What follows belongs to an exercise in optimizing a design on an open flow for small area, a short achievable clock period and few clock cycles per item; a production flow would make more cautious choices.
RTL that was checked went through simulation tests only; none was proved equivalent to the original.
No activity file was given, so power comes from the tool's default toggle rates.

==> flow/design.v (excerpt) <==
module alpha_compositor
(
	input logic clk,
	input logic reset,
	input logic src_valid,
	output logic src_ready,
	input blend_pkg::pixel_addr_t src_addr,
	input blend_pkg::channel_t src_r,
	input blend_pkg::channel_t src_g,
	input blend_pkg::channel_t src_b,
	input blend_pkg::channel_t src_a,
	input logic src_last,
	output logic wb_cyc,
	output logic wb_stb,
	output logic wb_we,
	output blend_pkg::pixel_addr_t wb_adr,
	output blend_pkg::rgb_t wb_dat_w,
	input blend_pkg::rgb_t wb_dat_r,
	input logic wb_ack,
	output logic frame_done
);
	logic busy;
	logic wlast;        
	logic bv;
	logic [23:0] b_s;
	logic [7:0] b_a;
	logic [23:0] b_d;
	logic [11:0] b_addr;
	logic b_last;
	logic [2:0] k1;     
	logic [2:0] s1t;
	logic [15:0] s1n0;
	logic [15:0] s1n1;
	logic rdy;          
	logic hz;           
	logic rd_ack;
	logic wr_ack;
	logic free;
	logic wb_free;
	logic pv;
	logic b_done;
	logic issue_r;
	logic issue_w;
  ...
Settings: LEC_CHECK=0, CAP_MARGIN=20, CORE_MARGIN=2, CORE_UTILIZATION=40, CTS_BUF_LIST=sky130_fd_sc_hd__clkbuf_4 sky130_fd_sc_hd__clkbuf_8, CTS_CLUSTER_DIAMETER=100, CTS_CLUSTER_SIZE=30, SETUP_SLACK_MARGIN=5, SLEW_MARGIN=20, TNS_END_PERCENT=0; clock period 8.0 ns.
standard.sh (not shown) runs the stock make flow with config.mk's settings and CLKGATE_MAP_FILE= SYNTH_SCRIPT=/design/flow/synth_recipe.tcl, a recipe that flattens the netlist after the stock synthesis.
==> flow/flow/run.sh <==
#!/bin/bash
# Standard layout, with the port buffers the standard flow's flow inserts made from
# the smallest plain buffer; repair still resizes any that timing needs.
set -euo pipefail
export BUFFER_PORTS_ARGS="-buffer_cell sky130_fd_sc_hd__buf_1"
bash standard.sh > standard_flow.log 2>&1
The baseline produced a clean layout.
==> next run, changes <==
- CTS_CLUSTER_DIAMETER: 100 -> not set
- CTS_CLUSTER_SIZE: 30 -> not set
Critical path depth is unchanged.
Cell count is unchanged.
Hold slack stays the same.
Total power stays the same.
Die area stays the same.
Synthesized area is unchanged.
No functional check of the RTL was part of any run of this note.

run 1:
The RTL this note starts from:
==> flow/design.v <==
package blend_pkg;
	typedef logic [8-1:0] channel_t;
	typedef struct packed
	{
		channel_t r;
		channel_t g;
		channel_t b;
	} rgb_t;
	typedef logic [12-1:0] pixel_addr_t;
	typedef struct packed
	{
		pixel_addr_t addr;   
		rgb_t rgb;           
		channel_t alpha;     
		logic last;          
	} src_entry_t;
	typedef struct packed
	{
		pixel_addr_t addr;   
		rgb_t rgb;           
		logic last;          
	} res_entry_t;
endpackage
module alpha_blend_csa
#(
	parameter int W = 16
)
(
	input logic [W-1:0] x,
	input logic [W-1:0] y,
	input logic [W-1:0] z,
	output logic [W-1:0] s,
	output logic [W-1:0] c
);
	logic [W-1:0] m;
	assign s = x ^ y ^ z;
	assign m = (x & y) | (x & z) | (y & z);
	assign c = {m[W-2:0], 1'b0};
endmodule
module alpha_blend_sum
(
	input logic [7:0] s,
	input logic [7:0] d,
	input logic [7:0] a,
	output logic [15:0] n0,
	output logic [15:0] n1
);
	logic [15:0] r [8];
	logic [15:0] l1s0, l1c0, l1s1, l1c1;
	logic [15:0] l2s0, l2c0, l2s1, l2c1;
	logic [15:0] l3s, l3c;
	always_comb
		for (int k = 0; k < 8; k++)
			r[k] = 16'(a[k] ? s : d) << k;
	alpha_blend_csa c10 (.x(r[0]), .y(r[1]), .z(r[2]), .s(l1s0), .c(l1c0));
	alpha_blend_csa c11 (.x(r[3]), .y(r[4]), .z(r[5]), .s(l1s1), .c(l1c1));
	alpha_blend_csa c20 (.x(l1s0), .y(l1c0), .z(l1s1), .s(l2s0), .c(l2c0));
	alpha_blend_csa c21 (.x(l1c1), .y(r[6]), .z(r[7]), .s(l2s1), .c(l2c1));
	alpha_blend_csa c30 (.x(l2s0), .y(l2c0), .z(l2s1), .s(l3s), .c(l3c));
	alpha_blend_csa c40 (.x(l3s), .y(l3c), .z(l2c1), .s(n0), .c(n1));
endmodule
module alpha_blend_div
(
	input logic [15:0] n0,
	input logic [15:0] n1,
	output logic [7:0] q
);
	logic [23:0] x0, x1, x2, x3;
	logic [23:0] as0, ac0, bs0, bc0;
	logic [23:0] t;
	assign x0 = {n0, 8'd0};
	assign x1 = {n1, 8'd0};
	assign x2 = {8'd0, n0};
	assign x3 = {8'd0, n1} + 24'd257;
	alpha_blend_csa #(.W(24)) ca (.x(x0), .y(x1), .z(x2), .s(as0), .c(ac0));
	alpha_blend_csa #(.W(24)) cb (.x(as0), .y(ac0), .z(x3), .s(bs0), .c(bc0));
	assign t = bs0 + bc0;
	assign q = t[23:16];
endmodule
module alpha_compositor
(
	input logic clk,
	input logic reset,
	input logic src_valid,
	output logic src_ready,
	input blend_pkg::pixel_addr_t src_addr,
	input blend_pkg::channel_t src_r,
	input blend_pkg::channel_t src_g,
	input blend_pkg::channel_t src_b,
	input blend_pkg::channel_t src_a,
	input logic src_last,
	output logic wb_cyc,
	output logic wb_stb,
	output logic wb_we,
	output blend_pkg::pixel_addr_t wb_adr,
	output blend_pkg::rgb_t wb_dat_w,
	input blend_pkg::rgb_t wb_dat_r,
	input logic wb_ack,
	output logic frame_done
);
	logic busy;
	logic wlast;        
	logic bv;
	logic [23:0] b_s;
	logic [7:0] b_a;
	logic [23:0] b_d;
	logic [11:0] b_addr;
	logic b_last;
	logic [2:0] k1;     
	logic [2:0] s1t;
	logic [15:0] s1n0;
	logic [15:0] s1n1;
	logic rdy;          
	logic hz;           
	logic rd_ack;
	logic wr_ack;
	logic free;
	logic wb_free;
	logic pv;
	logic b_done;
	logic issue_r;
	logic issue_w;
	logic load_b;
	logic s1v;
	logic s1_take;
	logic s1_load;
	logic [7:0] ch_s;
	logic [7:0] ch_d;
	logic [15:0] ch_n0;
	logic [15:0] ch_n1;
	logic [7:0] ch_q;
	assign wb_cyc = busy;
	assign wb_stb = busy;
	assign src_ready = rdy;
	assign rd_ack = busy && !wb_we && wb_ack;
	assign wr_ack = busy && wb_we && wb_ack;
	assign free = !busy || wr_ack;
	assign wb_free = !(busy && wb_we) || wb_ack;
	assign pv = src_valid && !rdy;
	assign b_done = bv && (k1 == 3'd0);
	assign issue_r = free && pv;
	assign issue_w = (rd_ack && bv) || (free && !pv && b_done);
	assign load_b = rd_ack && !hz;
	assign s1v = (s1t != 3'd0);
	assign s1_take = s1v && wb_free;
	assign s1_load = (k1 != 3'd0) && (!s1v || s1_take);
	assign ch_s = b_s[23:16];
	assign ch_d = b_d[23:16];
	alpha_blend_sum sum_u (.s(ch_s), .d(ch_d), .a(b_a), .n0(ch_n0), .n1(ch_n1));
	alpha_blend_div div_u (.n0(s1n0), .n1(s1n1), .q(ch_q));
	always_ff @(posedge clk)
	begin
		if (!reset)
		begin
			busy <= 1'b0;
			bv <= 1'b0;
			k1 <= 3'd0;
			s1t <= 3'd0;
			rdy <= 1'b0;
			hz <= 1'b0;
			frame_done <= 1'b0;
		end
		else
		begin
			frame_done <= wr_ack && wlast;
			rdy <= load_b;
			hz <= bv && (src_addr == b_addr);
			if (issue_r || issue_w)
				busy <= 1'b1;
			else if (wb_ack)
				busy <= 1'b0;
			if (load_b)
				bv <= 1'b1;
			else if (issue_w)
				bv <= 1'b0;
			if (load_b)
				k1 <= 3'b001;
			else if (s1_load)
				k1 <= {k1[1:0], 1'b0};
			if (s1_load)
				s1t <= k1;
			else if (s1_take)
				s1t <= 3'd0;
		end
	end
	always_ff @(posedge clk)
	begin
		if (issue_r)
		begin
			wb_we <= 1'b0;
			wb_adr <= src_addr;
		end
		else if (issue_w)
		begin
			wb_we <= 1'b1;
			wb_adr <= b_addr;
			wlast <= b_last;
		end
		if (rd_ack)
			b_d <= wb_dat_r;
		else if (s1_load)
			b_d <= {b_d[15:0], 8'd0};
		if (load_b)
		begin
			b_s <= {src_r, src_g, src_b};
			b_a <= src_a;
			b_addr <= src_addr;
			b_last <= src_last;
		end
		else if (s1_load)
			b_s <= {b_s[15:0], 8'd0};
		if (s1_load)
		begin
			s1n0 <= ch_n0;
			s1n1 <= ch_n1;
		end
		if (s1_take && s1t[0])
			wb_dat_w[23:16] <= ch_q;
		if (s1_take && s1t[1])
			wb_dat_w[15:8] <= ch_q;
		if (s1_take && s1t[2])
			wb_dat_w[7:0] <= ch_q;
	end
endmodule
export LEC_CHECK = 0
export CAP_MARGIN = 20
export CORE_MARGIN = 2
export CORE_UTILIZATION = 40
export SETUP_SLACK_MARGIN = 5
export SLEW_MARGIN = 20
export TNS_END_PERCENT = 0
create_clock -name core_clock -period 8.0 [get_ports {clk}]
Scripts as last shown in full above: flow/flow/run.sh
Testbench counts of run 1, summed over its fixed seeds: cycles 34,519, pixels 5,905.
Relative to run 1, the following input files were edited for run 2:
# run 1
export LEC_CHECK = 0
export CAP_MARGIN = 20
export CORE_MARGIN = 2
export CORE_UTILIZATION = 40
export SETUP_SLACK_MARGIN = 5
export SLEW_MARGIN = 20
export TNS_END_PERCENT = 0
create_clock -name core_clock -period 8.0 [get_ports {clk}]
# run 2
export LEC_CHECK = 0
export ABC_AREA = 1
export CAP_MARGIN = 20
export CORE_MARGIN = 2
export CORE_UTILIZATION = 40
export CTS_BUF_LIST = sky130_fd_sc_hd__clkbuf_4 sky130_fd_sc_hd__clkbuf_8
export SETUP_SLACK_MARGIN = 5
export SLEW_MARGIN = 20
export TNS_END_PERCENT = 0
create_clock -name core_clock -period 8.0 [get_ports {clk}]
Findings:
Going from run 1 to run 2, switching power share of the total grows by 10 points.
Run 1 and run 2 ended up with roughly the same hold slack.
Run 2 vs run 1 — synthesized-area fraction occupied by adder cells dropped 1.1 points.
Delta (run 2 minus run 1): post-route cell area went up by 3.9%; final net count went up by about 40%; buffer count excluding the clock tree in the final layout went up by about 1.4%; worst-skew pair later-pin latency went up by 0.03 ns.
Layout overhead on the synthesized area, run 2 and run 1, lower one = run 2.
What run 3 does differently from run 2 at the input level:
# run 2
export LEC_CHECK = 0
export ABC_AREA = 1
export CAP_MARGIN = 20
export CORE_MARGIN = 2
export CORE_UTILIZATION = 40
export CTS_BUF_LIST = sky130_fd_sc_hd__clkbuf_4 sky130_fd_sc_hd__clkbuf_8
export SETUP_SLACK_MARGIN = 5
export SLEW_MARGIN = 20
export TNS_END_PERCENT = 0
create_clock -name core_clock -period 8.0 [get_ports {clk}]
# run 3
export LEC_CHECK = 0
export CAP_MARGIN = 20
export CORE_MARGIN = 2
export CORE_UTILIZATION = 40
export SETUP_SLACK_MARGIN = 5
export SLEW_MARGIN = 20
create_clock -name core_clock -period 8.0 [get_ports {clk}]
### Flow results
- Against run 2, run 3 comes in 15% lower on amount of wire on met2 after detailed routing.
- Detailed router's first-iteration violation count ended up 70 lower on run 3 than on run 2.
- Switching power share of the total: run 3 vs run 2 down 9.0 points
For run 4, these inputs were changed with respect to run 3:
# run 3
export LEC_CHECK = 0
export CAP_MARGIN = 20
export CORE_MARGIN = 2
export CORE_UTILIZATION = 40
export SETUP_SLACK_MARGIN = 5
export SLEW_MARGIN = 20
create_clock -name core_clock -period 8.0 [get_ports {clk}]
# run 4
export LEC_CHECK = 0
export CAP_MARGIN = 20
export CORE_MARGIN = 2
export CORE_UTILIZATION = 65
export CTS_BUF_LIST = sky130_fd_sc_hd__clkbuf_4 sky130_fd_sc_hd__clkbuf_8
export PLACE_DENSITY = 0.75
export SETUP_SLACK_MARGIN = 5
export SLEW_MARGIN = 20
export TNS_END_PERCENT = 0
create_clock -name core_clock -period 8.0 [get_ports {clk}]
Notes after the runs:
- Logic depth of the worst path, buffers included: run 4 vs run 3 up 6
- [compare] base=run 3 new=run 4: sequential group share of total power went up 4.3 points, wire length after detailed routing went down 1.1 mm.

-- re-timing with driven ports --
In the flow no input, the clock included, has a driving cell. The finished layouts below were timed again as built, in two steps.
Step 1, drivers: a clkbuf_16 drives clk and a buf_2 each remaining input, both assumed.
Step 2 moves the port delays by t, midway between the first and last clock arrival at a register: inputs arrive t later, outputs are due t later. That takes back most of the time a late clock gives input paths.
a / b / c = ideal ports / drivers / drivers and shift; a / b = the first two.
run | shift t [ns] | setup slack, ns | worst register clock-pin slew, ns | pins driven straight from the clock port
the first run of note 1 | 0.476 | 4.850 / 4.850 / 4.509 | 0.09 / 0.09 | 1
the second run of note 1 | 0.476 | 4.850 / 4.850 / 4.509 | 0.09 / 0.09 | 1
run 1 | 0.459 | 4.765 / 4.765 / 4.458 | 0.07 / 0.07 | 1
run 2 | 0.476 | 4.937 / 4.937 / 4.662 | 0.09 / 0.09 | 1
run 3 | 0.455 | 4.817 / 4.817 / 4.685 | 0.07 / 0.07 | 1
run 4 | 0.474 | 4.803 / 4.803 / 4.422 | 0.08 / 0.08 | 1
After both steps every run listed still meets setup and hold. For run 4, which loses most, drivers alone change the setup slack by 0.000 ns; drivers and shift together by -0.381 ns.
